What follows belongs to an exercise in optimizing a design on an open flow for small area, a short achievable clock period and few clock cycles per item; a production flow would make more cautious choices.
RTL that was checked went through simulation tests only; none was proved equivalent to the original.
No functional check of the RTL was part of run 1.

## flow/design.v (module list and top-level ports; edited modules follow where they fit)
// module hsl2rgb_fa: 10 lines
// module hsl2rgb_ha: 9 lines
// module hsl2rgb_fa1: 9 lines
// module hsl2rgb_ks: 25 lines
// module hsl2rgb_mul_c: 85 lines
// module hsl2rgb_add_q: 110 lines
// module hsl2rgb_mul_r: 196 lines
// module hsl2rgb_div_q: 123 lines
// module hsl2rgb_div_r: 138 lines
// module hsl2rgb_low: 49 lines
// module hsl_to_rgb_converter_unit: 137 lines
// module hsl2rgb_frac: 29 lines
// module hsl2rgb_pipe: 19 lines
module hsl_to_rgb_converter_unit
(
  input  logic             clk_i,
  input  logic             rst_ni,
  input  logic             in_valid_i,
  output logic             in_ready_o,
  input  logic [hsl2rgb_pkg::HueW-1:0]  hue_degrees_i,
  input  logic [hsl2rgb_pkg::PctW-1:0]  saturation_pct_i,
  input  logic [hsl2rgb_pkg::PctW-1:0]  lightness_pct_i,
  output logic             out_valid_o,
  input  logic             out_ready_i,
  output logic [hsl2rgb_pkg::ChanW-1:0] red_o,
  output logic [hsl2rgb_pkg::ChanW-1:0] green_o,
  output logic [hsl2rgb_pkg::ChanW-1:0] blue_o
);
  // ...
==> flow/flow/run.sh <==
#!/bin/bash
# Layout flow: the standard flow, with one netlist step between synthesis and floorplan.
# flow/polfix.py removes inverters around the full and half adders of the synthesized
# netlist (full adders are self-dual, so some may work on complemented signals); the
# registers and every other cell stay as synthesis made them. Each tool's output goes to
# a log of its own: synth.log, polfix.log, layout.log.
set -euo pipefail
R=orfs/results/sky130hd/hsl_to_rgb_converter_unit/base
bash standard.sh synth > synth.log 2>&1
cp "$R/1_2_yosys.v" yosys_netlist.v
python3 flow/polfix.py yosys_netlist.v "$R/1_2_yosys.v" > polfix.log 2>&1
bash standard.sh > layout.log 2>&1
==> flow/flow/polfix.py <==
#!/usr/bin/env python3
"""Remove inverters around the full and half adders of a mapped sky130 netlist.

A full adder is self-dual: FA(~a, ~b, ~c) = (~sum, ~carry). Each full adder may therefore
be fed the complements of its inputs and deliver the complements of its outputs. A half
adder may likewise be rebuilt from an xor2/xnor2 and a nand2/nor2/and2/or2 so that it takes
complemented inputs or delivers either output complemented. This script collapses the
netlist's inverter chains into (signal, polarity) pairs, chooses these options to reduce
the area of the inverters and half adders (a greedy descent with seeded random restarts,
so the result is reproducible), and rewrites the netlist with one inverter per signal that
still needs its complement. Every net that leaves the adders keeps its logic function;
registers, ports and all other cells are untouched.

usage: polfix.py IN.v OUT.v
"""
import re
import sys
import collections

INV_AREA = 3.7536
RESTARTS = 800
# half adder implementations: (input parity, SUM parity, COUT parity, area, cells)
HA_OPTS = [
    (0, 0, 0, 12.512, 'ha_1', 'ha_1'),
    (0, 0, 1, 12.512, 'xor2_1', 'nand2_1'),
    (0, 1, 0, 15.014, 'xnor2_1', 'and2_1'),
    (0, 1, 1, 12.512, 'xnor2_1', 'nand2_1'),
    (1, 0, 0, 12.512, 'xor2_1', 'nor2_1'),
    (1, 0, 1, 15.014, 'xor2_1', 'or2_1'),
    (1, 1, 0, 12.512, 'xnor2_1', 'nor2_1'),
    (1, 1, 1, 15.014, 'xnor2_1', 'or2_1'),
]
OUTPINS = {'X', 'Y', 'Q', 'Q_N', 'SUM', 'COUT', 'HI', 'LO'}
CELL_RE = re.compile(r'^(\s*)(sky130_fd_sc_hd__\w+)\s+(\\\S+\s|\S+)\s*\((.*?)\);\n', re.M | re.S)
PIN_RE = re.compile(r'\.(\w+)\(\s*(\\\S+\s|[^()\s]*)\s*\)')


def norm(n):
    return n.strip()


def main(src, dst):
    txt = open(src).read()
    head_end = txt.index('endmodule')
    # ports: names declared input/output
    ports = set()
    for m in re.finditer(r'^\s*(input|output)\s+(\[[^\]]*\]\s*)?(\S+);', txt, re.M):
        ports.add(m.group(3))

    def protected(n):
        base = n.lstrip('\\').split('[')[0].strip()
        return base in ports or n in ports

    cells = []
    for m in CELL_RE.finditer(txt):
        pins = {}
        for pm in PIN_RE.finditer(m.group(4)):
            if pm.group(2).strip():
                pins[pm.group(1)] = norm(pm.group(2))
        cells.append({'typ': m.group(2), 'name': m.group(3), 'pins': pins,
                      'span': (m.start(), m.end()), 'indent': m.group(1)})
    assigns = re.findall(r'^\s*assign\s+(.*?)\s*=\s*(.*?);', txt, re.M)
    if assigns:
        raise SystemExit("netlist has assign statements; left unchanged")
    drv = {}
    for ci, c in enumerate(cells):
        for p, n in c['pins'].items():
            if p in OUTPINS:
                drv[n] = (ci, p)

    def is_inv(ci):
        c = cells[ci]
        return (c['typ'].split('__')[1].startswith('inv') and 'A' in c['pins'] and 'Y' in c['pins']
                and not protected(c['pins']['Y']))

    root = {}

    def find(n):
        if n in root:
            return root[n]
        d = drv.get(n)
        if d and is_inv(d[0]):
            r, par = find(cells[d[0]]['pins']['A'])
            root[n] = (r, par ^ 1)
        else:
            root[n] = (n, 0)
        return root[n]

    # loads per signal: (cell index or -1 for assigns, pin, parity of the connected net)
    loads = collections.defaultdict(list)
    for ci, c in enumerate(cells):
        if is_inv(ci):
            continue
        for p, n in c['pins'].items():
            if p in OUTPINS:
                continue
            r, par = find(n)
            loads[r].append((ci, p, par))

    def free(ci):
        return not any(protected(n) for p, n in cells[ci]['pins'].items() if p in OUTPINS)

    fas = [ci for ci, c in enumerate(cells) if re.search(r'__fa_1$', c['typ']) and free(ci)]
    has = [ci for ci, c in enumerate(cells) if re.search(r'__ha_1$', c['typ']) and free(ci)
           and 'A' in c['pins'] and 'B' in c['pins']]
    flip = {}      # full adder: works on complements
    hopt = {}      # half adder: index into HA_OPTS

    def produced(s):
        d = drv.get(s)
        if not d:
            return 0
        ci, pin = d
        if ci in hopt:
            o = HA_OPTS[hopt[ci]]
            return o[1] if pin == 'SUM' else o[2]
        return flip.get(ci, 0)

    def inpar(ci):
        if ci in hopt:
            return HA_OPTS[hopt[ci]][0]
        return flip.get(ci, 0)

    def cost(s):
        p = produced(s)
        for ci, pin, par in loads[s]:
            if (par ^ inpar(ci)) != p:
                return INV_AREA
        return 0.0

    def local(ci):
        a = sum(cost(x) for x in touch[ci])
        if ci in hopt:
            a += HA_OPTS[hopt[ci]][3]
        return a

    touch = collections.defaultdict(set)
    for s in list(loads.keys()):
        d = drv.get(s)
        if d:
            touch[d[0]].add(s)
        for ci, pin, par in loads[s]:
            if ci >= 0:
                touch[ci].add(s)
    before_inv = sum(1 for ci in range(len(cells)) if is_inv(ci))
    import random
    rng = random.Random(1)

    def total():
        return sum(cost(x) for x in loads) + sum(HA_OPTS[hopt[h]][3] for h in has)

    def greedy():
        for _ in range(30):
            changed = False
            for f in fas:
                b = local(f)
                flip[f] = flip.get(f, 0) ^ 1
                if local(f) < b - 1e-9:
                    changed = True
                else:
                    flip[f] ^= 1
            for h in has:
                best, bo = local(h), hopt[h]
                for o in range(len(HA_OPTS)):
                    hopt[h] = o
                    v = local(h)
                    if v < best - 1e-9:
                        best, bo = v, o
                        changed = True
                hopt[h] = bo
            if not changed:
                break

    for h in has:
        hopt[h] = 0
    greedy()
    best_t, best_state = total(), (dict(flip), dict(hopt))
    for trial in range(RESTARTS):
        # perturb: flip a random tenth of the adders, then descend again
        for f in fas:
            if rng.random() < 0.1:
                flip[f] = flip.get(f, 0) ^ 1
        for h in has:
            if rng.random() < 0.1:
                hopt[h] = rng.randrange(len(HA_OPTS))
        greedy()
        t = total()
        if t < best_t - 1e-9:
            best_t, best_state = t, (dict(flip), dict(hopt))
        else:
            flip.clear(); flip.update(best_state[0]); hopt.clear(); hopt.update(best_state[1])
    flip.clear(); flip.update(best_state[0]); hopt.clear(); hopt.update(best_state[1])
    for _ in range(0):
        changed = False
        for f in fas:
            b = local(f)
            flip[f] = flip.get(f, 0) ^ 1
            if local(f) < b - 1e-9:
                changed = True
            else:
                flip[f] ^= 1
        for h in has:
            best, bo = local(h), hopt[h]
            for o in range(len(HA_OPTS)):
                hopt[h] = o
                v = local(h)
                if v < best - 1e-9:
                    best, bo = v, o
                    changed = True
            hopt[h] = bo
        if not changed:
            break

    # nets per (signal, parity)
    newnet = {}
    newcells = []

    flipnet = {}

    def prod_net(s):
        # outputs of a flipped adder carry the complement: give them new names
        if produced(s) == 0:
            return s
        if s not in flipnet:
            flipnet[s] = f"pol_f{len(flipnet)}"
        return flipnet[s]

    def net_for(s, par):
        if par == produced(s):
            return prod_net(s)
        if s not in newnet:
            k = len(newnet)
            newnet[s] = f"pol_n{k}"
            src_net = prod_net(s)
            newcells.append(f"  sky130_fd_sc_hd__inv_1 pol_i{k} (\n    .A({fmt(src_net)}),\n    .Y(pol_n{k})\n  );\n")
        return newnet[s]

    def fmt(n):
        return n + ' ' if n.startswith('\\') else n

    out = []
    hasplit = []
    pos = 0
    for ci, c in enumerate(cells):
        a, b = c['span']
        out.append(txt[pos:a])
        pos = b
        if is_inv(ci):
            continue
        pins = dict(c['pins'])
        for p, n in c['pins'].items():
            if p in OUTPINS:
                if produced(n):
                    pins[p] = prod_net(n)
                continue
            s, par = find(n)
            req = par ^ inpar(ci)
            pins[p] = net_for(s, req)
        if hopt.get(ci, 0):
            m, ps, pc, _, scell, ccell = HA_OPTS[hopt[ci]]
            k = len(hasplit)
            hasplit.append(ci)
            for cell, opin, key in ((scell, 'X' if scell in ('xor2_1',) else 'Y', 'SUM'),
                                    (ccell, 'X' if ccell in ('and2_1', 'or2_1') else 'Y', 'COUT')):
                if key not in pins:
                    continue
                out.append(f"{c['indent']}sky130_fd_sc_hd__{cell} pol_h{k}{key[0].lower()} (\n"
                           f"    .A({fmt(pins['A'])}),\n    .B({fmt(pins['B'])}),\n    .{opin}({fmt(pins[key])})\n  );\n")
            continue
        body = ",\n".join(f"    .{p}({fmt(n)})" for p, n in pins.items())
        out.append(f"{c['indent']}{c['typ']} {c['name'].strip()}{' ' if c['name'].startswith(chr(92)) else ''}(\n{body}\n  );\n")
    rest = txt[pos:]
    i = rest.index('endmodule')
    decl = "".join(f"  wire pol_n{k};\n" for k in range(len(newnet)))
    decl += "".join(f"  wire pol_f{k};\n" for k in range(len(flipnet)))
    rest = rest[:i] + decl + "".join(newcells) + rest[i:]
    open(dst, 'w').write("".join(out) + rest)
    print(f"full adders {len(fas)}, flipped {sum(flip.values())}; half adders {len(has)}, "
          f"remapped {len(hasplit)}; inverters {before_inv} -> {len(newnet)}")


if __name__ == '__main__':
    main(sys.argv[1], sys.argv[2])
==> flow/standard.sh <==
#!/bin/bash
# synth_recipe.tcl (not shown) runs the flow's synth.tcl, then flattens the netlist and writes it again
# the make line also repeats each setting of config.mk as NAME=value (left out here)
make -C /OpenROAD-flow-scripts/flow DESIGN_CONFIG=/design/flow/config.mk WORK_HOME=/design/flow/orfs CLKGATE_MAP_FILE= SYNTH_SCRIPT=/design/flow/synth_recipe.tcl "${@:-finish}"
==> flow/config.mk <==
export PLATFORM = sky130hd
export DESIGN_NAME = hsl_to_rgb_converter_unit
export DESIGN_NICKNAME = hsl_to_rgb_converter_unit
export VERILOG_FILES = /design/flow/design.v
export SDC_FILE = /design/flow/constraint.sdc
export NUM_CORES = 4
export LEC_CHECK = 0
export ABC_CLOCK_PERIOD_IN_PS = 4500
export CAP_MARGIN = 20
export CORE_MARGIN = 2
export CORE_UTILIZATION = 40
export CTS_BUF_LIST = sky130_fd_sc_hd__clkbuf_4 sky130_fd_sc_hd__clkbuf_8
export SETUP_SLACK_MARGIN = 4.5
export SLEW_MARGIN = 20
==> flow/constraint.sdc <==
create_clock -name core_clock -period 9.5 [get_ports {clk_i}]
set_input_delay 1.9000 -clock core_clock [delete_from_list [all_inputs] [get_ports {clk_i}]]
set_output_delay 1.9000 -clock core_clock [all_outputs]
set_load 0.01 [all_outputs]
==> impl_metrics.env, run 1 <==
export IMPL_outcome="timing/DRC/antenna clean"
export IMPL_hpwl_um=27900
export IMPL_avgSynthCellArea_um2=11.1
export IMPL_drive_gt1_share_pct=7.65
export IMPL_rsz0062_at_grt="true"
export IMPL_drv_cap=0
export IMPL_wl_um=33400
export IMPL_mostFrequentLayoutCells="236 x fa_1, 151 x edfxtp_1, 134 x inv_1, 110 x ha_1, 109 x nor2_1"
export IMPL_vias=10800
export IMPL_clk_share_pct=2.15
export IMPL_track_usage_pct=16.0
export IMPL_wl_met1_um=15500
export IMPL_whs_ns=0.482
export IMPL_reg2reg_slack_ns=4.72
export IMPL_rr_endpoint="u_cut_c.g_reg.q[45]"
export IMPL_gp_congestion=0.874
export IMPL_grt_max_degree=48
export IMPL_crit_chain="clkdlybuf4s50_1 > nor2b_4 > nand4_1 > dlygate4sd2_1"
export IMPL_drtIter0Drc=656
export IMPL_startpoint_type="primary input"
export IMPL_clock_root_buffer="clkbuf_8"
export IMPL_cp_max_fo=5
export IMPL_crit_end="in_ready_o"
==> module hsl2rgb_ks, before the edit <==
module hsl2rgb_ks #(
  parameter int W = 8
) (
  input  logic [W-1:0] a_i,
  input  logic [W-1:0] b_i,
  output logic [W-1:0] s_o
);
  localparam int L = $clog2(W);
  logic [W-1:0] g [0:L];
  logic [W-1:0] p [0:L];
  assign g[0] = a_i & b_i;
  assign p[0] = a_i ^ b_i;
  for (genvar k = 0; k < L; k++) begin : g_lvl
    for (genvar i = 0; i < W; i++) begin : g_bit
      if (i >= (1 << k)) begin : g_node
        assign g[k+1][i] = g[k][i] | (p[k][i] & g[k][i - (1 << k)]);
        assign p[k+1][i] = p[k][i] & p[k][i - (1 << k)];
      end else begin : g_pass
        assign g[k+1][i] = g[k][i];
        assign p[k+1][i] = p[k][i];
      end
    end
  end
  assign s_o = p[0] ^ {g[L][W-2:0], 1'b0};
endmodule
==> module hsl2rgb_mul_c, before the edit <==
module hsl2rgb_mul_c (
  input  logic [5:0] m_i,
  input  logic [6:0] s_i,
  output logic [12:0] sum_o
);
  logic p0, p1, p2, p3, p4, p5, p6, p7, p8, p9, p10, p11;
  logic p12, p13, p14, p15, p16, p17, p18, p19, p20, p21, p22, p23;
  logic p24, p25, p26, p27, p28, p29, p30, p31, p32, p33, p34, p35;
  logic p36, p37, p38, p39, p40, p41, s1, y1, s2, y2, s3, y3;
  logic s4, y4, s5, y5, s6, y6, s7, y7, s8, y8, s9, y9;
  logic s10, y10, s11, y11, s12, y12, s13, y13, s14, y14, s15, y15;
  logic s16, y16, s17, y17, s18, y18, s19, y19, s20, y20, s21, y21;
  logic s22, y22, s23, y23, s24, y24;
  assign p0 = m_i[0] & s_i[0];
  assign p1 = m_i[0] & s_i[1];
  assign p2 = m_i[0] & s_i[2];
  assign p3 = m_i[0] & s_i[3];
  assign p4 = m_i[0] & s_i[4];
  assign p5 = m_i[0] & s_i[5];
  assign p6 = m_i[0] & s_i[6];
  assign p7 = m_i[1] & s_i[0];
  assign p8 = m_i[1] & s_i[1];
  assign p9 = m_i[1] & s_i[2];
  assign p10 = m_i[1] & s_i[3];
  assign p11 = m_i[1] & s_i[4];
  assign p12 = m_i[1] & s_i[5];
  assign p13 = m_i[1] & s_i[6];
  assign p14 = m_i[2] & s_i[0];
  assign p15 = m_i[2] & s_i[1];
  assign p16 = m_i[2] & s_i[2];
  assign p17 = m_i[2] & s_i[3];
  assign p18 = m_i[2] & s_i[4];
  assign p19 = m_i[2] & s_i[5];
  assign p20 = m_i[2] & s_i[6];
  assign p21 = m_i[3] & s_i[0];
  assign p22 = m_i[3] & s_i[1];
  assign p23 = m_i[3] & s_i[2];
  assign p24 = m_i[3] & s_i[3];
  assign p25 = m_i[3] & s_i[4];
  assign p26 = m_i[3] & s_i[5];
  assign p27 = m_i[3] & s_i[6];
  assign p28 = m_i[4] & s_i[0];
  assign p29 = m_i[4] & s_i[1];
  assign p30 = m_i[4] & s_i[2];
  assign p31 = m_i[4] & s_i[3];
  assign p32 = m_i[4] & s_i[4];
  assign p33 = m_i[4] & s_i[5];
  assign p34 = m_i[4] & s_i[6];
  assign p35 = m_i[5] & s_i[0];
  assign p36 = m_i[5] & s_i[1];
  assign p37 = m_i[5] & s_i[2];
  assign p38 = m_i[5] & s_i[3];
  assign p39 = m_i[5] & s_i[4];
  assign p40 = m_i[5] & s_i[5];
  assign p41 = m_i[5] & s_i[6];
  hsl2rgb_ha u_s1 (.a_i(p4), .b_i(p10), .s_o(s1), .y_o(y1));
  hsl2rgb_fa u_s2 (.a_i(p5), .b_i(p11), .c_i(p17), .s_o(s2), .y_o(y2));
  hsl2rgb_ha u_s3 (.a_i(p23), .b_i(p29), .s_o(s3), .y_o(y3));
  hsl2rgb_fa u_s4 (.a_i(p6), .b_i(p12), .c_i(p18), .s_o(s4), .y_o(y4));
  hsl2rgb_fa u_s5 (.a_i(p24), .b_i(p30), .c_i(p36), .s_o(s5), .y_o(y5));
  hsl2rgb_fa u_s6 (.a_i(p13), .b_i(p19), .c_i(p25), .s_o(s6), .y_o(y6));
  hsl2rgb_ha u_s7 (.a_i(p31), .b_i(p37), .s_o(s7), .y_o(y7));
  hsl2rgb_fa u_s8 (.a_i(p20), .b_i(p26), .c_i(p32), .s_o(s8), .y_o(y8));
  hsl2rgb_ha u_s9 (.a_i(p3), .b_i(p9), .s_o(s9), .y_o(y9));
  hsl2rgb_fa u_s10 (.a_i(s1), .b_i(p16), .c_i(p22), .s_o(s10), .y_o(y10));
  hsl2rgb_fa u_s11 (.a_i(y1), .b_i(s2), .c_i(s3), .s_o(s11), .y_o(y11));
  hsl2rgb_fa u_s12 (.a_i(y2), .b_i(y3), .c_i(s4), .s_o(s12), .y_o(y12));
  hsl2rgb_fa u_s13 (.a_i(y4), .b_i(y5), .c_i(s6), .s_o(s13), .y_o(y13));
  hsl2rgb_fa u_s14 (.a_i(y6), .b_i(y7), .c_i(s8), .s_o(s14), .y_o(y14));
  hsl2rgb_fa u_s15 (.a_i(y8), .b_i(p27), .c_i(p33), .s_o(s15), .y_o(y15));
  hsl2rgb_ha u_s16 (.a_i(p2), .b_i(p8), .s_o(s16), .y_o(y16));
  hsl2rgb_fa u_s17 (.a_i(s9), .b_i(p15), .c_i(p21), .s_o(s17), .y_o(y17));
  hsl2rgb_fa u_s18 (.a_i(y9), .b_i(s10), .c_i(p28), .s_o(s18), .y_o(y18));
  hsl2rgb_fa u_s19 (.a_i(y10), .b_i(s11), .c_i(p35), .s_o(s19), .y_o(y19));
  hsl2rgb_fa u_s20 (.a_i(y11), .b_i(s12), .c_i(s5), .s_o(s20), .y_o(y20));
  hsl2rgb_fa u_s21 (.a_i(y12), .b_i(s13), .c_i(s7), .s_o(s21), .y_o(y21));
  hsl2rgb_fa u_s22 (.a_i(y13), .b_i(s14), .c_i(p38), .s_o(s22), .y_o(y22));
  hsl2rgb_fa u_s23 (.a_i(y14), .b_i(s15), .c_i(p39), .s_o(s23), .y_o(y23));
  hsl2rgb_fa u_s24 (.a_i(y15), .b_i(p34), .c_i(p40), .s_o(s24), .y_o(y24));
  logic [12:0] r0, r1, sum;
  assign r0 = {1'b0, y24, y23, y22, y21, y20, y19, y18, y17, y16, s16, p1, p0};
  assign r1 = {1'b0, p41, s24, s23, s22, s21, s20, s19, s18, s17, p14, p7, 1'b0};
  hsl2rgb_ks #(.W(13)) u_add (.a_i(r0), .b_i(r1), .s_o(sum));
  assign sum_o = sum[12:0];
endmodule
==> module hsl2rgb_add_q, before the edit <==
module hsl2rgb_add_q (
  input  logic [5:0] m_i,
  input  logic [6:0] s_i,
  input  logic [6:0] l_i,
  output logic [13:0] sum_o
);
  logic p0, p1, p2, p3, p4, p5, p6, p7, p8, p9, p10, p11;
  logic p12, p13, p14, p15, p16, p17, p18, p19, p20, p21, p22, p23;
  logic p24, p25, p26, p27, p28, p29, p30, p31, p32, p33, p34, p35;
  logic p36, p37, p38, p39, p40, p41, s1, y1, s2, y2, s3, y3;
  logic s4, y4, s5, y5, s6, y6, s7, y7, s8, y8, s9, y9;
  logic s10, y10, s11, y11, s12, y12, s13, y13, s14, y14, s15, y15;
  logic s16, y16, s17, y17, s18, y18, s19, y19, s20, y20, s21, y21;
  logic s22, y22, s23, y23, s24, y24, s25, y25, s26, y26, s27, y27;
  logic s28, y28, s29, y29, s30, y30, s31, y31, s32, y32, s33, y33;
  logic s34, y34, s35, y35, s36, y36, s37, y37, s38, y38, s39, y39;
  logic s40, y40, s41, y41, s42, y42, s43, y43, s44, y44, s45, y45;
  assign p0 = m_i[0] & s_i[0];
  assign p1 = m_i[0] & s_i[1];
  assign p2 = m_i[0] & s_i[2];
  assign p3 = m_i[0] & s_i[3];
  assign p4 = m_i[0] & s_i[4];
  assign p5 = m_i[0] & s_i[5];
  assign p6 = m_i[0] & s_i[6];
  assign p7 = m_i[1] & s_i[0];
  assign p8 = m_i[1] & s_i[1];
  assign p9 = m_i[1] & s_i[2];
  assign p10 = m_i[1] & s_i[3];
  assign p11 = m_i[1] & s_i[4];
  assign p12 = m_i[1] & s_i[5];
  assign p13 = m_i[1] & s_i[6];
  assign p14 = m_i[2] & s_i[0];
  assign p15 = m_i[2] & s_i[1];
  assign p16 = m_i[2] & s_i[2];
  assign p17 = m_i[2] & s_i[3];
  assign p18 = m_i[2] & s_i[4];
  assign p19 = m_i[2] & s_i[5];
  assign p20 = m_i[2] & s_i[6];
  assign p21 = m_i[3] & s_i[0];
  assign p22 = m_i[3] & s_i[1];
  assign p23 = m_i[3] & s_i[2];
  assign p24 = m_i[3] & s_i[3];
  assign p25 = m_i[3] & s_i[4];
  assign p26 = m_i[3] & s_i[5];
  assign p27 = m_i[3] & s_i[6];
  assign p28 = m_i[4] & s_i[0];
  assign p29 = m_i[4] & s_i[1];
  assign p30 = m_i[4] & s_i[2];
  assign p31 = m_i[4] & s_i[3];
  assign p32 = m_i[4] & s_i[4];
  assign p33 = m_i[4] & s_i[5];
  assign p34 = m_i[4] & s_i[6];
  assign p35 = m_i[5] & s_i[0];
  assign p36 = m_i[5] & s_i[1];
  assign p37 = m_i[5] & s_i[2];
  assign p38 = m_i[5] & s_i[3];
  assign p39 = m_i[5] & s_i[4];
  assign p40 = m_i[5] & s_i[5];
  assign p41 = m_i[5] & s_i[6];
  hsl2rgb_fa u_s1 (.a_i(p5), .b_i(p11), .c_i(p17), .s_o(s1), .y_o(y1));
  hsl2rgb_fa u_s2 (.a_i(p6), .b_i(p12), .c_i(p18), .s_o(s2), .y_o(y2));
  hsl2rgb_fa u_s3 (.a_i(p24), .b_i(p30), .c_i(p36), .s_o(s3), .y_o(y3));
  hsl2rgb_fa u_s4 (.a_i(p13), .b_i(p19), .c_i(p25), .s_o(s4), .y_o(y4));
  hsl2rgb_fa u_s5 (.a_i(p31), .b_i(p37), .c_i(l_i[1]), .s_o(s5), .y_o(y5));
  hsl2rgb_fa u_s6 (.a_i(p20), .b_i(p26), .c_i(p32), .s_o(s6), .y_o(y6));
  hsl2rgb_ha u_s7 (.a_i(p38), .b_i(l_i[2]), .s_o(s7), .y_o(y7));
  hsl2rgb_ha u_s8 (.a_i(p27), .b_i(p33), .s_o(s8), .y_o(y8));
  hsl2rgb_ha u_s9 (.a_i(p3), .b_i(p9), .s_o(s9), .y_o(y9));
  hsl2rgb_fa u_s10 (.a_i(p4), .b_i(p10), .c_i(p16), .s_o(s10), .y_o(y10));
  hsl2rgb_ha u_s11 (.a_i(p22), .b_i(p28), .s_o(s11), .y_o(y11));
  hsl2rgb_fa u_s12 (.a_i(s1), .b_i(p23), .c_i(p29), .s_o(s12), .y_o(y12));
  hsl2rgb_fa u_s13 (.a_i(p35), .b_i(l_i[0]), .c_i(l_i[3]), .s_o(s13), .y_o(y13));
  hsl2rgb_fa u_s14 (.a_i(y1), .b_i(s2), .c_i(s3), .s_o(s14), .y_o(y14));
  hsl2rgb_fa u_s15 (.a_i(l_i[0]), .b_i(l_i[1]), .c_i(l_i[4]), .s_o(s15), .y_o(y15));
  hsl2rgb_fa u_s16 (.a_i(y2), .b_i(y3), .c_i(s4), .s_o(s16), .y_o(y16));
  hsl2rgb_fa u_s17 (.a_i(s5), .b_i(l_i[2]), .c_i(l_i[5]), .s_o(s17), .y_o(y17));
  hsl2rgb_fa u_s18 (.a_i(y4), .b_i(y5), .c_i(s6), .s_o(s18), .y_o(y18));
  hsl2rgb_fa u_s19 (.a_i(s7), .b_i(l_i[3]), .c_i(l_i[6]), .s_o(s19), .y_o(y19));
  hsl2rgb_fa u_s20 (.a_i(y6), .b_i(y7), .c_i(s8), .s_o(s20), .y_o(y20));
  hsl2rgb_fa u_s21 (.a_i(p39), .b_i(l_i[3]), .c_i(l_i[4]), .s_o(s21), .y_o(y21));
  hsl2rgb_fa u_s22 (.a_i(y8), .b_i(p34), .c_i(p40), .s_o(s22), .y_o(y22));
  hsl2rgb_ha u_s23 (.a_i(l_i[4]), .b_i(l_i[5]), .s_o(s23), .y_o(y23));
  hsl2rgb_ha u_s24 (.a_i(p41), .b_i(l_i[5]), .s_o(s24), .y_o(y24));
  hsl2rgb_ha u_s25 (.a_i(p2), .b_i(p8), .s_o(s25), .y_o(y25));
  hsl2rgb_fa u_s26 (.a_i(s9), .b_i(p15), .c_i(p21), .s_o(s26), .y_o(y26));
  hsl2rgb_fa u_s27 (.a_i(y9), .b_i(s10), .c_i(s11), .s_o(s27), .y_o(y27));
  hsl2rgb_fa u_s28 (.a_i(y10), .b_i(y11), .c_i(s12), .s_o(s28), .y_o(y28));
  hsl2rgb_fa u_s29 (.a_i(y12), .b_i(y13), .c_i(s14), .s_o(s29), .y_o(y29));
  hsl2rgb_fa u_s30 (.a_i(y14), .b_i(y15), .c_i(s16), .s_o(s30), .y_o(y30));
  hsl2rgb_fa u_s31 (.a_i(y16), .b_i(y17), .c_i(s18), .s_o(s31), .y_o(y31));
  hsl2rgb_fa u_s32 (.a_i(y18), .b_i(y19), .c_i(s20), .s_o(s32), .y_o(y32));
  hsl2rgb_fa u_s33 (.a_i(y20), .b_i(y21), .c_i(s22), .s_o(s33), .y_o(y33));
  hsl2rgb_fa u_s34 (.a_i(y22), .b_i(y23), .c_i(s24), .s_o(s34), .y_o(y34));
  hsl2rgb_ha u_s35 (.a_i(s25), .b_i(p14), .s_o(s35), .y_o(y35));
  hsl2rgb_fa u_s36 (.a_i(y25), .b_i(s26), .c_i(l_i[1]), .s_o(s36), .y_o(y36));
  hsl2rgb_fa u_s37 (.a_i(y26), .b_i(s27), .c_i(l_i[2]), .s_o(s37), .y_o(y37));
  hsl2rgb_fa u_s38 (.a_i(y27), .b_i(s28), .c_i(s13), .s_o(s38), .y_o(y38));
  hsl2rgb_fa u_s39 (.a_i(y28), .b_i(s29), .c_i(s15), .s_o(s39), .y_o(y39));
  hsl2rgb_fa u_s40 (.a_i(y29), .b_i(s30), .c_i(s17), .s_o(s40), .y_o(y40));
  hsl2rgb_fa u_s41 (.a_i(y30), .b_i(s31), .c_i(s19), .s_o(s41), .y_o(y41));
  hsl2rgb_fa u_s42 (.a_i(y31), .b_i(s32), .c_i(s21), .s_o(s42), .y_o(y42));
  hsl2rgb_fa u_s43 (.a_i(y32), .b_i(s33), .c_i(s23), .s_o(s43), .y_o(y43));
  hsl2rgb_fa u_s44 (.a_i(y33), .b_i(s34), .c_i(l_i[6]), .s_o(s44), .y_o(y44));
  hsl2rgb_fa u_s45 (.a_i(y34), .b_i(y24), .c_i(l_i[6]), .s_o(s45), .y_o(y45));
  logic [13:0] r0, r1, sum;
  assign r0 = {y45, y44, y43, y42, y41, y40, y39, y38, y37, y36, y35, s35, p1, p0};
  assign r1 = {1'b0, s45, s44, s43, s42, s41, s40, s39, s38, s37, s36, l_i[0], p7, 1'b0};
  hsl2rgb_ks #(.W(14)) u_add (.a_i(r0), .b_i(r1), .s_o(sum));
  assign sum_o = sum[13:0];
endmodule
==> module hsl2rgb_mul_r, before the edit <==
module hsl2rgb_mul_r (
  input  logic [12:0] cx_i,
  input  logic [4:0] a_i,
  input  logic [0:0] neg_i,
  input  logic [6:0] l_i,
  output logic [18:0] sum_o
);
  logic p0, p1, p2, p3, p4, p5, p6, p7, p8, p9, p10, p11;
  logic p12, p13, p14, p15, p16, p17, p18, p19, p20, p21, p22, p23;
  logic p24, p25, p26, p27, p28, p29, p30, p31, p32, p33, p34, p35;
  logic p36, p37, p38, p39, p40, p41, p42, p43, p44, p45, p46, p47;
  logic p48, p49, p50, p51, p52, p53, p54, p55, p56, p57, p58, p59;
  logic p60, p61, p62, p63, p64, p65, p66, p67, p68, p69, p70, p71;
  logic p72, p73, p74, p82, p83, p84, p85, p86, p87, p88, s1, y1;
  logic s2, y2, s3, y3, s4, y4, s5, y5, s6, y6, s7, y7;
  logic s8, y8, s9, y9, s10, y10, s11, y11, s12, y12, s13, y13;
  logic s14, y14, s15, y15, s16, y16, s17, y17, s18, y18, s19, y19;
  logic s20, y20, s21, y21, s22, y22, s23, y23, s24, y24, s25, y25;
  logic s26, y26, s27, y27, s28, y28, s29, y29, s30, y30, s31, y31;
  logic s32, y32, s33, y33, s34, y34, s35, y35, s36, y36, s37, y37;
  logic s38, y38, s39, y39, s40, y40, s41, y41, s42, y42, s43, y43;
  logic s44, y44, s45, y45, s46, y46, s47, y47, s48, y48, s49, y49;
  logic s50, y50, s51, y51, s52, y52, s53, y53, s54, y54, s55, y55;
  logic s56, y56, s57, y57, s58, y58, s59, y59, s60, y60, s61, y61;
  logic s62, y62, s63, y63, s64, y64, s65, y65, s66, y66, s67, y67;
  logic s68, y68, s69, y69, s70, y70, s71, y71, s72, y72, s73, y73;
  logic s74, y74, s75, y75, s76, y76, s77, y77, s78, y78, s79, y79;
  logic s80, y80;
  assign p0 = a_i[0] & cx_i[0];
  assign p1 = a_i[0] & cx_i[1];
  assign p2 = a_i[0] & cx_i[2];
  assign p3 = a_i[0] & cx_i[3];
  assign p4 = a_i[0] & cx_i[4];
  assign p5 = a_i[0] & cx_i[5];
  assign p6 = a_i[0] & cx_i[6];
  assign p7 = a_i[0] & cx_i[7];
  assign p8 = a_i[0] & cx_i[8];
  assign p9 = a_i[0] & cx_i[9];
  assign p10 = a_i[0] & cx_i[10];
  assign p11 = a_i[0] & cx_i[11];
  assign p12 = a_i[0] & cx_i[12];
  assign p13 = ~(a_i[0] & neg_i[0]);
  assign p14 = a_i[0] & neg_i[0];
  assign p15 = a_i[1] & cx_i[0];
  assign p16 = a_i[1] & cx_i[1];
  assign p17 = a_i[1] & cx_i[2];
  assign p18 = a_i[1] & cx_i[3];
  assign p19 = a_i[1] & cx_i[4];
  assign p20 = a_i[1] & cx_i[5];
  assign p21 = a_i[1] & cx_i[6];
  assign p22 = a_i[1] & cx_i[7];
  assign p23 = a_i[1] & cx_i[8];
  assign p24 = a_i[1] & cx_i[9];
  assign p25 = a_i[1] & cx_i[10];
  assign p26 = a_i[1] & cx_i[11];
  assign p27 = a_i[1] & cx_i[12];
  assign p28 = ~(a_i[1] & neg_i[0]);
  assign p29 = a_i[1] & neg_i[0];
  assign p30 = a_i[2] & cx_i[0];
  assign p31 = a_i[2] & cx_i[1];
  assign p32 = a_i[2] & cx_i[2];
  assign p33 = a_i[2] & cx_i[3];
  assign p34 = a_i[2] & cx_i[4];
  assign p35 = a_i[2] & cx_i[5];
  assign p36 = a_i[2] & cx_i[6];
  assign p37 = a_i[2] & cx_i[7];
  assign p38 = a_i[2] & cx_i[8];
  assign p39 = a_i[2] & cx_i[9];
  assign p40 = a_i[2] & cx_i[10];
  assign p41 = a_i[2] & cx_i[11];
  assign p42 = a_i[2] & cx_i[12];
  assign p43 = ~(a_i[2] & neg_i[0]);
  assign p44 = a_i[2] & neg_i[0];
  assign p45 = a_i[3] & cx_i[0];
  assign p46 = a_i[3] & cx_i[1];
  assign p47 = a_i[3] & cx_i[2];
  assign p48 = a_i[3] & cx_i[3];
  assign p49 = a_i[3] & cx_i[4];
  assign p50 = a_i[3] & cx_i[5];
  assign p51 = a_i[3] & cx_i[6];
  assign p52 = a_i[3] & cx_i[7];
  assign p53 = a_i[3] & cx_i[8];
  assign p54 = a_i[3] & cx_i[9];
  assign p55 = a_i[3] & cx_i[10];
  assign p56 = a_i[3] & cx_i[11];
  assign p57 = a_i[3] & cx_i[12];
  assign p58 = ~(a_i[3] & neg_i[0]);
  assign p59 = a_i[3] & neg_i[0];
  assign p60 = a_i[4] & cx_i[0];
  assign p61 = a_i[4] & cx_i[1];
  assign p62 = a_i[4] & cx_i[2];
  assign p63 = a_i[4] & cx_i[3];
  assign p64 = a_i[4] & cx_i[4];
  assign p65 = a_i[4] & cx_i[5];
  assign p66 = a_i[4] & cx_i[6];
  assign p67 = a_i[4] & cx_i[7];
  assign p68 = a_i[4] & cx_i[8];
  assign p69 = a_i[4] & cx_i[9];
  assign p70 = a_i[4] & cx_i[10];
  assign p71 = a_i[4] & cx_i[11];
  assign p72 = a_i[4] & cx_i[12];
  assign p73 = ~(a_i[4] & neg_i[0]);
  assign p74 = a_i[4] & neg_i[0];
  assign p82 = ~l_i[0];
  assign p83 = ~l_i[1];
  assign p84 = ~l_i[2];
  assign p85 = ~l_i[3];
  assign p86 = ~l_i[4];
  assign p87 = ~l_i[5];
  assign p88 = ~l_i[6];
  hsl2rgb_ha u_s1 (.a_i(p3), .b_i(p17), .s_o(s1), .y_o(y1));
  hsl2rgb_fa u_s2 (.a_i(p4), .b_i(p18), .c_i(p32), .s_o(s2), .y_o(y2));
  hsl2rgb_ha u_s3 (.a_i(p5), .b_i(p19), .s_o(s3), .y_o(y3));
  hsl2rgb_fa u_s4 (.a_i(p6), .b_i(p20), .c_i(p34), .s_o(s4), .y_o(y4));
  hsl2rgb_ha u_s5 (.a_i(p48), .b_i(p62), .s_o(s5), .y_o(y5));
  hsl2rgb_fa u_s6 (.a_i(p7), .b_i(p21), .c_i(p35), .s_o(s6), .y_o(y6));
  hsl2rgb_ha u_s7 (.a_i(p49), .b_i(p63), .s_o(s7), .y_o(y7));
  hsl2rgb_fa u_s8 (.a_i(p8), .b_i(p22), .c_i(p36), .s_o(s8), .y_o(y8));
  hsl2rgb_ha u_s9 (.a_i(p50), .b_i(p64), .s_o(s9), .y_o(y9));
  hsl2rgb_fa u_s10 (.a_i(p9), .b_i(p23), .c_i(p37), .s_o(s10), .y_o(y10));
  hsl2rgb_ha u_s11 (.a_i(p51), .b_i(p65), .s_o(s11), .y_o(y11));
  hsl2rgb_fa u_s12 (.a_i(p10), .b_i(p24), .c_i(p38), .s_o(s12), .y_o(y12));
  hsl2rgb_ha u_s13 (.a_i(p52), .b_i(p66), .s_o(s13), .y_o(y13));
  hsl2rgb_fa u_s14 (.a_i(p11), .b_i(p25), .c_i(p39), .s_o(s14), .y_o(y14));
  hsl2rgb_ha u_s15 (.a_i(p53), .b_i(p67), .s_o(s15), .y_o(y15));
  hsl2rgb_fa u_s16 (.a_i(p12), .b_i(p26), .c_i(p40), .s_o(s16), .y_o(y16));
  hsl2rgb_fa u_s17 (.a_i(p54), .b_i(p68), .c_i(l_i[0]), .s_o(s17), .y_o(y17));
  hsl2rgb_fa u_s18 (.a_i(p13), .b_i(p27), .c_i(p41), .s_o(s18), .y_o(y18));
  hsl2rgb_ha u_s19 (.a_i(p55), .b_i(p69), .s_o(s19), .y_o(y19));
  hsl2rgb_fa u_s20 (.a_i(p28), .b_i(p42), .c_i(p56), .s_o(s20), .y_o(y20));
  hsl2rgb_fa u_s21 (.a_i(s1), .b_i(p31), .c_i(p45), .s_o(s21), .y_o(y21));
  hsl2rgb_fa u_s22 (.a_i(y1), .b_i(s2), .c_i(p46), .s_o(s22), .y_o(y22));
  hsl2rgb_ha u_s23 (.a_i(p60), .b_i(p74), .s_o(s23), .y_o(y23));
  hsl2rgb_fa u_s24 (.a_i(y2), .b_i(s3), .c_i(p33), .s_o(s24), .y_o(y24));
  hsl2rgb_fa u_s25 (.a_i(p47), .b_i(p61), .c_i(p84), .s_o(s25), .y_o(y25));
  hsl2rgb_fa u_s26 (.a_i(y3), .b_i(s4), .c_i(s5), .s_o(s26), .y_o(y26));
  hsl2rgb_fa1 u_s27 (.a_i(p82), .b_i(p85), .s_o(s27), .y_o(y27));
  hsl2rgb_fa u_s28 (.a_i(y4), .b_i(y5), .c_i(s6), .s_o(s28), .y_o(y28));
  hsl2rgb_fa u_s29 (.a_i(s7), .b_i(p83), .c_i(p86), .s_o(s29), .y_o(y29));
  hsl2rgb_fa u_s30 (.a_i(y6), .b_i(y7), .c_i(s8), .s_o(s30), .y_o(y30));
  hsl2rgb_fa u_s31 (.a_i(s9), .b_i(p84), .c_i(p87), .s_o(s31), .y_o(y31));
  hsl2rgb_fa u_s32 (.a_i(y8), .b_i(y9), .c_i(s10), .s_o(s32), .y_o(y32));
  hsl2rgb_fa u_s33 (.a_i(s11), .b_i(p85), .c_i(p88), .s_o(s33), .y_o(y33));
  hsl2rgb_fa u_s34 (.a_i(y10), .b_i(y11), .c_i(s12), .s_o(s34), .y_o(y34));
  hsl2rgb_fa u_s35 (.a_i(s13), .b_i(p82), .c_i(p86), .s_o(s35), .y_o(y35));
  hsl2rgb_fa u_s36 (.a_i(y12), .b_i(y13), .c_i(s14), .s_o(s36), .y_o(y36));
  hsl2rgb_fa u_s37 (.a_i(s15), .b_i(p83), .c_i(p87), .s_o(s37), .y_o(y37));
  hsl2rgb_fa u_s38 (.a_i(y14), .b_i(y15), .c_i(s16), .s_o(s38), .y_o(y38));
  hsl2rgb_fa u_s39 (.a_i(s17), .b_i(p84), .c_i(p88), .s_o(s39), .y_o(y39));
  hsl2rgb_fa u_s40 (.a_i(y16), .b_i(y17), .c_i(s18), .s_o(s40), .y_o(y40));
  hsl2rgb_fa u_s41 (.a_i(s19), .b_i(l_i[1]), .c_i(p85), .s_o(s41), .y_o(y41));
  hsl2rgb_fa u_s42 (.a_i(y18), .b_i(y19), .c_i(s20), .s_o(s42), .y_o(y42));
  hsl2rgb_fa u_s43 (.a_i(p70), .b_i(l_i[2]), .c_i(p86), .s_o(s43), .y_o(y43));
  hsl2rgb_fa u_s44 (.a_i(y20), .b_i(p43), .c_i(p57), .s_o(s44), .y_o(y44));
  hsl2rgb_fa u_s45 (.a_i(p71), .b_i(l_i[3]), .c_i(p87), .s_o(s45), .y_o(y45));
  hsl2rgb_fa u_s46 (.a_i(p58), .b_i(p72), .c_i(l_i[4]), .s_o(s46), .y_o(y46));
  hsl2rgb_ha u_s47 (.a_i(p2), .b_i(p16), .s_o(s47), .y_o(y47));
  hsl2rgb_fa u_s48 (.a_i(s21), .b_i(p59), .c_i(p82), .s_o(s48), .y_o(y48));
  hsl2rgb_fa u_s49 (.a_i(y21), .b_i(s22), .c_i(s23), .s_o(s49), .y_o(y49));
  hsl2rgb_fa u_s50 (.a_i(y22), .b_i(y23), .c_i(s24), .s_o(s50), .y_o(y50));
  hsl2rgb_fa u_s51 (.a_i(y24), .b_i(y25), .c_i(s26), .s_o(s51), .y_o(y51));
  hsl2rgb_fa u_s52 (.a_i(y26), .b_i(y27), .c_i(s28), .s_o(s52), .y_o(y52));
  hsl2rgb_fa u_s53 (.a_i(y28), .b_i(y29), .c_i(s30), .s_o(s53), .y_o(y53));
  hsl2rgb_fa u_s54 (.a_i(y30), .b_i(y31), .c_i(s32), .s_o(s54), .y_o(y54));
  hsl2rgb_fa u_s55 (.a_i(y32), .b_i(y33), .c_i(s34), .s_o(s55), .y_o(y55));
  hsl2rgb_fa u_s56 (.a_i(y34), .b_i(y35), .c_i(s36), .s_o(s56), .y_o(y56));
  hsl2rgb_fa u_s57 (.a_i(y36), .b_i(y37), .c_i(s38), .s_o(s57), .y_o(y57));
  hsl2rgb_fa u_s58 (.a_i(y38), .b_i(y39), .c_i(s40), .s_o(s58), .y_o(y58));
  hsl2rgb_fa u_s59 (.a_i(y40), .b_i(y41), .c_i(s42), .s_o(s59), .y_o(y59));
  hsl2rgb_fa u_s60 (.a_i(y42), .b_i(y43), .c_i(s44), .s_o(s60), .y_o(y60));
  hsl2rgb_fa u_s61 (.a_i(y44), .b_i(y45), .c_i(s46), .s_o(s61), .y_o(y61));
  hsl2rgb_fa u_s62 (.a_i(y46), .b_i(p73), .c_i(l_i[5]), .s_o(s62), .y_o(y62));
  hsl2rgb_ha u_s63 (.a_i(p1), .b_i(p15), .s_o(s63), .y_o(y63));
  hsl2rgb_fa u_s64 (.a_i(s47), .b_i(p30), .c_i(p44), .s_o(s64), .y_o(y64));
  hsl2rgb_fa1 u_s65 (.a_i(y47), .b_i(s48), .s_o(s65), .y_o(y65));
  hsl2rgb_fa u_s66 (.a_i(y48), .b_i(s49), .c_i(p83), .s_o(s66), .y_o(y66));
  hsl2rgb_fa u_s67 (.a_i(y49), .b_i(s50), .c_i(s25), .s_o(s67), .y_o(y67));
  hsl2rgb_fa u_s68 (.a_i(y50), .b_i(s51), .c_i(s27), .s_o(s68), .y_o(y68));
  hsl2rgb_fa u_s69 (.a_i(y51), .b_i(s52), .c_i(s29), .s_o(s69), .y_o(y69));
  hsl2rgb_fa u_s70 (.a_i(y52), .b_i(s53), .c_i(s31), .s_o(s70), .y_o(y70));
  hsl2rgb_fa u_s71 (.a_i(y53), .b_i(s54), .c_i(s33), .s_o(s71), .y_o(y71));
  hsl2rgb_fa u_s72 (.a_i(y54), .b_i(s55), .c_i(s35), .s_o(s72), .y_o(y72));
  hsl2rgb_fa u_s73 (.a_i(y55), .b_i(s56), .c_i(s37), .s_o(s73), .y_o(y73));
  hsl2rgb_fa u_s74 (.a_i(y56), .b_i(s57), .c_i(s39), .s_o(s74), .y_o(y74));
  hsl2rgb_fa u_s75 (.a_i(y57), .b_i(s58), .c_i(s41), .s_o(s75), .y_o(y75));
  hsl2rgb_fa u_s76 (.a_i(y58), .b_i(s59), .c_i(s43), .s_o(s76), .y_o(y76));
  hsl2rgb_fa u_s77 (.a_i(y59), .b_i(s60), .c_i(s45), .s_o(s77), .y_o(y77));
  hsl2rgb_fa u_s78 (.a_i(y60), .b_i(s61), .c_i(p88), .s_o(s78), .y_o(y78));
  hsl2rgb_fa1 u_s79 (.a_i(y61), .b_i(s62), .s_o(s79), .y_o(y79));
  hsl2rgb_ha u_s80 (.a_i(y62), .b_i(l_i[6]), .s_o(s80), .y_o(y80));
  logic [18:0] r0, r1, sum;
  assign r0 = {y79, y78, y77, y76, y75, y74, y73, y72, y71, y70, y69, y68, y67, y66, y65, y64, y63, s63, p0};
  assign r1 = {s80, s79, s78, s77, s76, s75, s74, s73, s72, s71, s70, s69, s68, s67, s66, s65, s64, p29, p14};
  hsl2rgb_ks #(.W(19)) u_add (.a_i(r0), .b_i(r1), .s_o(sum));
  assign sum_o = sum[18:0];
endmodule
==> module hsl2rgb_low, before the edit <==
module hsl2rgb_low (
  input  logic [6:0] l_i,
  input  logic [3:0] tens_i,
  input  logic [9:0] thr_i,
  input  logic [17:0] yq_i,
  output logic [7:0] sum_o
);
  logic p21, p22, p23, p24, p25, p26, p27, p28, p29, p30, p31, p32;
  logic p33, p34, p35, p36, p37, p38, s1, y1, s2, y2, s3, y3;
  logic s4, y4, s5, y5, s6, y6, s7, y7, s8, y8, s9, y9;
  logic s10, y10, s11, y11, s12, y12, s13, y13, i13;
  assign p21 = ~yq_i[0];
  assign p22 = ~yq_i[1];
  assign p23 = ~yq_i[2];
  assign p24 = ~yq_i[3];
  assign p25 = ~yq_i[4];
  assign p26 = ~yq_i[5];
  assign p27 = ~yq_i[6];
  assign p28 = ~yq_i[7];
  assign p29 = ~yq_i[8];
  assign p30 = ~yq_i[9];
  assign p31 = ~yq_i[10];
  assign p32 = ~yq_i[11];
  assign p33 = ~yq_i[12];
  assign p34 = ~yq_i[13];
  assign p35 = ~yq_i[14];
  assign p36 = ~yq_i[15];
  assign p37 = ~yq_i[16];
  assign p38 = ~yq_i[17];
  hsl2rgb_ha u_s1 (.a_i(l_i[2]), .b_i(l_i[0]), .s_o(s1), .y_o(y1));
  hsl2rgb_fa u_s2 (.a_i(l_i[3]), .b_i(l_i[1]), .c_i(tens_i[3]), .s_o(s2), .y_o(y2));
  hsl2rgb_ha u_s3 (.a_i(l_i[4]), .b_i(l_i[2]), .s_o(s3), .y_o(y3));
  hsl2rgb_ha u_s4 (.a_i(l_i[5]), .b_i(l_i[3]), .s_o(s4), .y_o(y4));
  hsl2rgb_ha u_s5 (.a_i(l_i[6]), .b_i(l_i[4]), .s_o(s5), .y_o(y5));
  hsl2rgb_ha u_s6 (.a_i(l_i[0]), .b_i(tens_i[0]), .s_o(s6), .y_o(y6));
  hsl2rgb_fa u_s7 (.a_i(l_i[1]), .b_i(tens_i[1]), .c_i(p32), .s_o(s7), .y_o(y7));
  hsl2rgb_fa u_s8 (.a_i(s1), .b_i(tens_i[2]), .c_i(p33), .s_o(s8), .y_o(y8));
  hsl2rgb_fa u_s9 (.a_i(y1), .b_i(s2), .c_i(p34), .s_o(s9), .y_o(y9));
  hsl2rgb_fa u_s10 (.a_i(y2), .b_i(s3), .c_i(p35), .s_o(s10), .y_o(y10));
  hsl2rgb_fa u_s11 (.a_i(y3), .b_i(s4), .c_i(p36), .s_o(s11), .y_o(y11));
  hsl2rgb_fa u_s12 (.a_i(y4), .b_i(s5), .c_i(p37), .s_o(s12), .y_o(y12));
  hsl2rgb_fa u_s13 (.a_i(y5), .b_i(l_i[5]), .c_i(p38), .s_o(s13), .y_o(y13));
  assign i13 = ~l_i[6];
  logic [18:0] r0, r1, sum;
  assign r0 = {y13, y12, y11, y10, y9, y8, y7, y6, s6, thr_i[9], thr_i[8], thr_i[7], thr_i[6], thr_i[5], thr_i[4], thr_i[3], thr_i[2], thr_i[1], thr_i[0]};
  assign r1 = {i13, s13, s12, s11, s10, s9, s8, s7, p31, p30, p29, p28, p27, p26, p25, p24, p23, p22, p21};
  hsl2rgb_ks #(.W(19)) u_add (.a_i(r0), .b_i(r1), .s_o(sum));
  assign sum_o = sum[17:10];
endmodule
==> module hsl_to_rgb_converter_unit, before the edit <==
module hsl_to_rgb_converter_unit
(
  input  logic             clk_i,
  input  logic             rst_ni,
  input  logic             in_valid_i,
  output logic             in_ready_o,
  input  logic [hsl2rgb_pkg::HueW-1:0]  hue_degrees_i,
  input  logic [hsl2rgb_pkg::PctW-1:0]  saturation_pct_i,
  input  logic [hsl2rgb_pkg::PctW-1:0]  lightness_pct_i,
  output logic             out_valid_o,
  input  logic             out_ready_i,
  output logic [hsl2rgb_pkg::ChanW-1:0] red_o,
  output logic [hsl2rgb_pkg::ChanW-1:0] green_o,
  output logic [hsl2rgb_pkg::ChanW-1:0] blue_o
);
  localparam bit CutA = 1'b1;
  localparam bit CutB = 1'b1;
  localparam bit CutC = 1'b1;
  localparam bit CutD = 1'b1;
  localparam bit [3:0] Cut = {CutD, CutC, CutB, CutA};
  logic [4:0] vin;    
  logic [4:0] en;     
  assign vin[0] = in_valid_i;
  assign en[4]  = out_ready_i;
  logic [3:0] v;      
  for (genvar i = 0; i < 4; i++) begin : g_valid
    if (Cut[i]) begin : g_reg
      logic v_q;
      always_ff @(posedge clk_i or negedge rst_ni) begin
        if (!rst_ni) begin
          v_q <= 1'b0;
        end else if (en[i]) begin
          v_q <= vin[i];
        end
      end
      assign vin[i+1] = v_q;
      assign v[i]     = v_q;
    end else begin : g_wire
      assign vin[i+1] = vin[i];
      assign v[i]     = 1'b0;
    end
    assign en[i] = out_ready_i || !(&(v[3:i] | ~Cut[3:i]));
  end
  logic [3:0] ld;
  for (genvar i = 0; i < 4; i++) begin : g_load
    assign ld[i] = en[i] && vin[i];
  end
  assign in_ready_o  = en[0];
  assign out_valid_o = vin[4];
  logic [2:0] sec;     
  logic [5:0] w;       
  logic [6:0] s, l, m;
  logic [6:0] g;
  logic [3:0] k, gm;
  assign g = hue_degrees_i[8:2];
  always_comb begin
    k = 4'd0;
    for (int i = 1; i <= 8; i++) begin
      if (g >= 7'(15 * i)) k = 4'(i);
    end
  end
  assign gm  = 4'(g - 7'(k * 4'd15));
  assign w   = {gm, hue_degrees_i[1:0]};
  assign sec = (k >= 4'd6) ? 3'(k - 4'd6) : 3'(k);
  assign s = (saturation_pct_i > hsl2rgb_pkg::PctMax) ? hsl2rgb_pkg::PctMax : saturation_pct_i;
  assign l = (lightness_pct_i  > hsl2rgb_pkg::PctMax) ? hsl2rgb_pkg::PctMax : lightness_pct_i;
  assign m = (l < hsl2rgb_pkg::PctHalf) ? l : hsl2rgb_pkg::PctMax - l;
  logic [5:0] ma;
  logic [6:0] sa, la;
  logic [5:0] wa;
  logic [2:0] seca;
  hsl2rgb_pipe #(.W(29), .EN(CutA)) u_cut_a (
    .clk_i, .en_i(ld[0]),
    .d_i({m[5:0], s, l, w, sec}),
    .q_o({ma, sa, la, wa, seca})
  );
  logic [12:0] c;
  logic [13:0] q;
  hsl2rgb_mul_c u_mul_c (.m_i(ma), .s_i(sa), .sum_o(c));
  hsl2rgb_add_q u_add_q (.m_i(ma), .s_i(sa), .l_i(la), .sum_o(q));
  logic [4:0] a;       
  logic       neg;     
  assign a   = 5'((wa >= 6'd30) ? wa - 6'd30 : 6'd30 - wa);
  assign neg = (wa < 6'd30) ^ seca[0];
  logic [12:0] cxb;     
  logic [13:0] qb;
  logic [6:0]  lb;
  logic [4:0]  ab;
  logic        negb;
  logic [2:0]  secb;
  hsl2rgb_pipe #(.W(43), .EN(CutB)) u_cut_b (
    .clk_i, .en_i(ld[1]),
    .d_i({c ^ {13{neg}}, q, la, a, neg, seca}),
    .q_o({cxb, qb, lb, ab, negb, secb})
  );
  logic [18:0] r;
  hsl2rgb_mul_r u_mul_r (.cx_i(cxb), .a_i(ab), .neg_i(negb), .l_i(lb), .sum_o(r));
  logic [17:0] yq;
  hsl2rgb_div_q u_div_q (.q_i(qb), .sum_o(yq));
  logic [18:0] rc;
  logic [17:0] yqc;
  logic [6:0]  lc;
  logic [2:0]  secc;
  hsl2rgb_pipe #(.W(47), .EN(CutC)) u_cut_c (
    .clk_i, .en_i(ld[2]),
    .d_i({r, yq, lb, secb}),
    .q_o({rc, yqc, lc, secc})
  );
  logic [7:0]  lq, lp, lr;
  logic [3:0]  tens;
  logic [9:0]  thr;
  assign lq = yqc[17:10];
  hsl2rgb_div_r u_div_r (.r_i(rc), .sum_o(lr));
  hsl2rgb_frac u_frac (.l_i(lc), .tens_o(tens), .thr_o(thr));
  hsl2rgb_low  u_low  (.l_i(lc), .tens_i(tens), .thr_i(thr), .yq_i(yqc), .sum_o(lp));
  logic [2:0] selr, selg, selb;    
  always_comb begin
    case (secc)
      3'd0:    begin selr = 3'b001; selg = 3'b100; selb = 3'b010; end
      3'd1:    begin selr = 3'b100; selg = 3'b001; selb = 3'b010; end
      3'd2:    begin selr = 3'b010; selg = 3'b001; selb = 3'b100; end
      3'd3:    begin selr = 3'b010; selg = 3'b100; selb = 3'b001; end
      3'd4:    begin selr = 3'b100; selg = 3'b010; selb = 3'b001; end
      default: begin selr = 3'b001; selg = 3'b010; selb = 3'b100; end
    endcase
  end
  logic [7:0] lqd, lpd, lrd;
  logic [2:0] selrd, selgd, selbd;
  hsl2rgb_pipe #(.W(33), .EN(CutD)) u_cut_d (
    .clk_i, .en_i(ld[3]),
    .d_i({lq, lp, lr, selr, selg, selb}),
    .q_o({lqd, lpd, lrd, selrd, selgd, selbd})
  );
  assign red_o   = ({8{selrd[0]}} & lqd) | ({8{selrd[1]}} & lpd) | ({8{selrd[2]}} & lrd);
  assign green_o = ({8{selgd[0]}} & lqd) | ({8{selgd[1]}} & lpd) | ({8{selgd[2]}} & lrd);
  assign blue_o  = ({8{selbd[0]}} & lqd) | ({8{selbd[1]}} & lpd) | ({8{selbd[2]}} & lrd);
endmodule
==> run 2: changes to the inputs <==
--- a/flow/design.v
+++ b/flow/design.v
@@ -34,13 +34,13 @@
   assign y_o = a_i | b_i;
 endmodule
 module hsl2rgb_ks #(
-  parameter int W = 8
+  parameter int W = 8,
+  parameter int L = 3       
 ) (
   input  logic [W-1:0] a_i,
   input  logic [W-1:0] b_i,
   output logic [W-1:0] s_o
 );
-  localparam int L = $clog2(W);
   logic [W-1:0] g [0:L];
   logic [W-1:0] p [0:L];
   assign g[0] = a_i & b_i;
@@ -140,7 +140,7 @@
   logic [12:0] r0, r1, sum;
   assign r0 = {1'b0, y24, y23, y22, y21, y20, y19, y18, y17, y16, s16, p1, p0};
   assign r1 = {1'b0, p41, s24, s23, s22, s21, s20, s19, s18, s17, p14, p7, 1'b0};
-  hsl2rgb_ks #(.W(13)) u_add (.a_i(r0), .b_i(r1), .s_o(sum));
+  hsl2rgb_ks #(.W(13), .L(4)) u_add (.a_i(r0), .b_i(r1), .s_o(sum));
   assign sum_o = sum[12:0];
 endmodule
 module hsl2rgb_add_q (
@@ -250,7 +250,7 @@
   logic [13:0] r0, r1, sum;
   assign r0 = {y45, y44, y43, y42, y41, y40, y39, y38, y37, y36, y35, s35, p1, p0};
   assign r1 = {1'b0, s45, s44, s43, s42, s41, s40, s39, s38, s37, s36, l_i[0], p7, 1'b0};
-  hsl2rgb_ks #(.W(14)) u_add (.a_i(r0), .b_i(r1), .s_o(sum));
+  hsl2rgb_ks #(.W(14), .L(4)) u_add (.a_i(r0), .b_i(r1), .s_o(sum));
   assign sum_o = sum[13:0];
 endmodule
 module hsl2rgb_mul_r (
@@ -446,7 +446,7 @@
   logic [18:0] r0, r1, sum;
   assign r0 = {y79, y78, y77, y76, y75, y74, y73, y72, y71, y70, y69, y68, y67, y66, y65, y64, y63, s63, p0};
   assign r1 = {s80, s79, s78, s77, s76, s75, s74, s73, s72, s71, s70, s69, s68, s67, s66, s65, s64, p29, p14};
-  hsl2rgb_ks #(.W(19)) u_add (.a_i(r0), .b_i(r1), .s_o(sum));
+  hsl2rgb_ks #(.W(19), .L(5)) u_add (.a_i(r0), .b_i(r1), .s_o(sum));
   assign sum_o = sum[18:0];
 endmodule
 module hsl2rgb_div_q (
@@ -569,7 +569,7 @@
   logic [22:0] r0, r1, sum;
   assign r0 = {y83, y82, y81, y80, y79, y78, y77, y76, y75, y74, y73, y72, y71, y70, y69, y68, y67, y66, y65, y64, y63, y62, s62};
   assign r1 = {i83, s83, s82, s81, s80, s79, s78, s77, s76, s75, s74, s73, s72, s71, s70, s69, s68, s67, s66, s65, s64, s63, p25};
-  hsl2rgb_ks #(.W(23)) u_add (.a_i(r0), .b_i(r1), .s_o(sum));
+  hsl2rgb_ks #(.W(23), .L(5)) u_add (.a_i(r0), .b_i(r1), .s_o(sum));
   assign sum_o = sum[21:4];
 endmodule
 module hsl2rgb_div_r (
@@ -707,7 +707,7 @@
   logic [26:0] r0, r1, sum;
   assign r0 = {r_i[18], r_i[17], y90, y89, y88, y87, y86, y85, y84, y83, y82, y81, y80, y79, y78, y77, y76, y75, y74, y73, y72, y71, y70, y69, y68, y67, s67};
   assign r1 = {1'b1, i91, i90, s90, s89, s88, s87, s86, s85, s84, s83, s82, s81, s80, s79, s78, s77, s76, s75, s74, s73, s72, s71, s70, s69, s68, 1'b1};
-  hsl2rgb_ks #(.W(27)) u_add (.a_i(r0), .b_i(r1), .s_o(sum));
+  hsl2rgb_ks #(.W(27), .L(5)) u_add (.a_i(r0), .b_i(r1), .s_o(sum));
   assign sum_o = sum[24:17];
 endmodule
 module hsl2rgb_low (
@@ -756,7 +756,7 @@
   logic [18:0] r0, r1, sum;
   assign r0 = {y13, y12, y11, y10, y9, y8, y7, y6, s6, thr_i[9], thr_i[8], thr_i[7], thr_i[6], thr_i[5], thr_i[4], thr_i[3], thr_i[2], thr_i[1], thr_i[0]};
   assign r1 = {i13, s13, s12, s11, s10, s9, s8, s7, p31, p30, p29, p28, p27, p26, p25, p24, p23, p22, p21};
-  hsl2rgb_ks #(.W(19)) u_add (.a_i(r0), .b_i(r1), .s_o(sum));
+  hsl2rgb_ks #(.W(19), .L(5)) u_add (.a_i(r0), .b_i(r1), .s_o(sum));
   assign sum_o = sum[17:10];
 endmodule
 module hsl_to_rgb_converter_unit
@@ -780,33 +780,25 @@
   localparam bit CutD = 1'b1;
   localparam bit [3:0] Cut = {CutD, CutC, CutB, CutA};
   logic [4:0] vin;    
-  logic [4:0] en;     
+  logic [3:0] ld;     
   assign vin[0] = in_valid_i;
-  assign en[4]  = out_ready_i;
-  logic [3:0] v;      
   for (genvar i = 0; i < 4; i++) begin : g_valid
     if (Cut[i]) begin : g_reg
       logic v_q;
       always_ff @(posedge clk_i or negedge rst_ni) begin
         if (!rst_ni) begin
           v_q <= 1'b0;
-        end else if (en[i]) begin
+        end else if (out_ready_i) begin
           v_q <= vin[i];
         end
       end
       assign vin[i+1] = v_q;
-      assign v[i]     = v_q;
     end else begin : g_wire
       assign vin[i+1] = vin[i];
-      assign v[i]     = 1'b0;
     end
-    assign en[i] = out_ready_i || !(&(v[3:i] | ~Cut[3:i]));
+    assign ld[i] = out_ready_i && vin[i];
   end
-  logic [3:0] ld;
-  for (genvar i = 0; i < 4; i++) begin : g_load
-    assign ld[i] = en[i] && vin[i];
-  end
-  assign in_ready_o  = en[0];
+  assign in_ready_o  = out_ready_i;
   assign out_valid_o = vin[4];
   logic [2:0] sec;     
   logic [5:0] w;       
==> impl_metrics.env, run 2 <==
export IMPL_cp_max_fo=10
export IMPL_wl_um=33500
export IMPL_track_usage_pct=16.3
export IMPL_stdcell_count=2123
export IMPL_cp_arrival_ns=5.04
export IMPL_clk_latency_ns=0.49
export IMPL_outcome="timing/DRC/antenna clean"
export IMPL_vias=10700
export IMPL_setup_tns_ns=0
export IMPL_final_common_cell="fa_1"
export IMPL_fin_util_pct=45.3
export IMPL_clkSlewWorstSetupHoldPaths_ns=0.10
export IMPL_synth_fp_nets=1879
export IMPL_grt_pass1_vias=11400
export IMPL_required_ns=9.75
export IMPL_port_buffers=52
export IMPL_hpwl_um=27700
export IMPL_ant_nets=0
export IMPL_crit_slowest_cell="edfxtp_1"
export IMPL_cts_sinks=155
export IMPL_whs_ns=0.466
export IMPL_areaGrowthSynthToFinish_pct=11.3
export IMPL_hp_class="flip-flop to flip-flop"
export IMPL_tightest_slew_ns=0.990
export IMPL_num_rows=74
export IMPL_worstSetupEndpointType="flip-flop"
export IMPL_grt_max_degree=48
export IMPL_synthCells=1503
export IMPL_regMostFlops="u_cut_c.g_reg.q"
export IMPL_fillers=3815
export IMPL_cts_buffers_inserted=17
export IMPL_slowest_delay_ns=0.48
export IMPL_grt_overflow_total=0
export IMPL_top_regs="u_cut_c.g_reg.q: 47 flops, u_cut_b.g_reg.q: 43 flops, u_cut_d.g_reg.q: 33 flops"
export IMPL_antenna_found_initial=0
export IMPL_drc=0
export IMPL_finalCritPeriodShare_pct=50.5
export IMPL_initial_utilization_pct=40.7
export IMPL_mostFrequentLayoutCells="236 x fa_1, 151 x edfxtp_1, 136 x inv_1, 115 x nand2_1, 113 x xnor2_1"
export IMPL_criticalPathCategory="flip-flop to flip-flop"
export IMPL_gp_congestion=0.873
export IMPL_crit_chain="buf_4 > inv_1 > o21ai_0 > a22oi_1 > nor2_1 > a21oi_1 > a31oi_2 > fa_2 > xor2_4 > buf_12 > xor2_4 > buf_4 > nand2_1 > o21ai_1 > a22o_1 > ha_4 > nand3b_1 > or4_4 > o211ai_4 > o21ai_2 > and4b_4 > o21ba_1 > xnor2_1"
export IMPL_fmax_mhz=209
export IMPL_stdcell_area_um2=18600
export IMPL_relSlewSlack_pct=34.0
export IMPL_die_y_um=208
export IMPL_placed_area_um2=17800
export IMPL_coreArea_um2=41000
export IMPL_fin_nets=1954
export IMPL_antenna_cells=0
export IMPL_clock_root_buffer="clkbuf_8"
export IMPL_avgSynthCellArea_um2=11.1
export IMPL_die_area_um2=43400
export IMPL_htree_levels=4
export IMPL_finalSetupViolCount=0
export IMPL_post_route_min_period_ns=4.80
export IMPL_finClkSkew_ns=0.0199
export IMPL_largest_reg_flops=47
export IMPL_drtIter0Drc=696
export IMPL_dp_slack_ns=4.13
export IMPL_drt_pass1_iterations=10
export IMPL_die_w_um=208
export IMPL_hold_violations=0
export IMPL_maxSlewViolCount=0
export IMPL_place_inst=2059
export IMPL_synth_area_um2=16700
export IMPL_avgViaCountPerCell=5.05
export IMPL_clockBufferDepth=2
export IMPL_startpoint_type="flip-flop"
export IMPL_cts_tree="yes"
export IMPL_yosys_warnings=21
export IMPL_drv_cap=0
export IMPL_rsz0062_at_grt="true"
export IMPL_drive_gt1_share_pct=6.91
export IMPL_wl_per_cell_um=15.8
export IMPL_worst_slack_ns=4.70
export IMPL_ios=53
export IMPL_grt_pass1_wl_um=56800
run 2: final cells by class:
| class | instances | area [um2] | area share, % |
|---|---|---|---|
| Clock buffer | 17 | 234 | 1.26 |
| Clock inverter | 15 | 163 | 0.875 |
| Timing Repair Buffer | 86 | 787 | 4.24 |
| Inverter | 142 | 544 | 2.93 |
| Tap cell | 532 | 666 | 3.58 |
| Sequential cell | 155 | 4630 | 24.9 |
| Multi-Input combinational cell | 1176 | 11600 | 62.2 |
run 2: critical path, delay by kind of cell, from the launching register on:
family / cells / cell delay (ns)
buffers and inverters: 4 / 0.65
AND/OR/NAND/NOR: 5 / 0.88
flip-flops: 1 / 0.48
XOR/XNOR: 3 / 0.49
AO/OA/AOI/OAI: 9 / 1.30
adder cells (fa/ha/maj): 2 / 0.75
run 2: path summary, 6_finish.rpt:
check / cells past startpoint / endpoint / slack, ns / from
worst max-delay path: 23 / u_cut_d.g_reg.q[22] / 4.70 / u_cut_c.g_reg.q[5]
min in group asynchronous: 1 / g_valid[3].g_reg.v_q / 1.61 / rst_ni
worst max register to register: 23 / u_cut_d.g_reg.q[22] / 4.70 / u_cut_c.g_reg.q[5]
worst min-delay path: 0 / u_cut_b.g_reg.q[0] / 0.47 / u_cut_a.g_reg.q[0]
worst min register to register: 0 / u_cut_b.g_reg.q[0] / 0.47 / u_cut_a.g_reg.q[0]
max in group asynchronous: 1 / g_valid[2].g_reg.v_q / 7.72 / rst_ni
run 2: repair_timing:
item	in CTS	in global routing
pin swaps	1	15
resized for setup	2	31
hold buffers	0	0
setup endpoints to repair	9	15
gates cloned	1	0
setup buffers	11	20
run 2: per-layer routing:
metal / track usage (%) / share of wire, % / vias to the layer above
met3: 2.85 / 3.2 / 22
met2: 27.5 / 49 / 188
met4: 3.82 / 1.1 / 0
met1: 21.9 / 47 / 5254
met5: 0 / 0 / -
li1: - / - / 5258
Testbench counts of run 2, summed over its fixed seeds: cycles 12,032, items 12,000.

## re-timing with driven ports
Ports are ideal in the flow. The routed layouts listed here were re-timed in OpenROAD. Step 1: set_driving_cell puts a clkbuf_16 on clk_i and a buf_2 on each other input, an assumption about the parent block. Step 2 also shifts input and output timing later by t, the mid clock arrival at the registers, as if the neighbouring blocks saw the same clock. Three values: ideal ports, drivers, drivers and shift; two values: the first two.
run | t (ns) | setup slack, ns | hold WS [ns]
run 1 | 0.524 | 4.588 / 4.563 / 4.563 | 0.482 / 0.482 / 0.482
run 2 | 0.528 | 4.704 / 4.701 / 4.701 | 0.466 / 0.466 / 0.466
After both steps setup and hold are still met in every run listed. For run 1, which loses most, drivers alone change the setup slack by -0.025 ns; drivers and shift together by -0.025 ns.
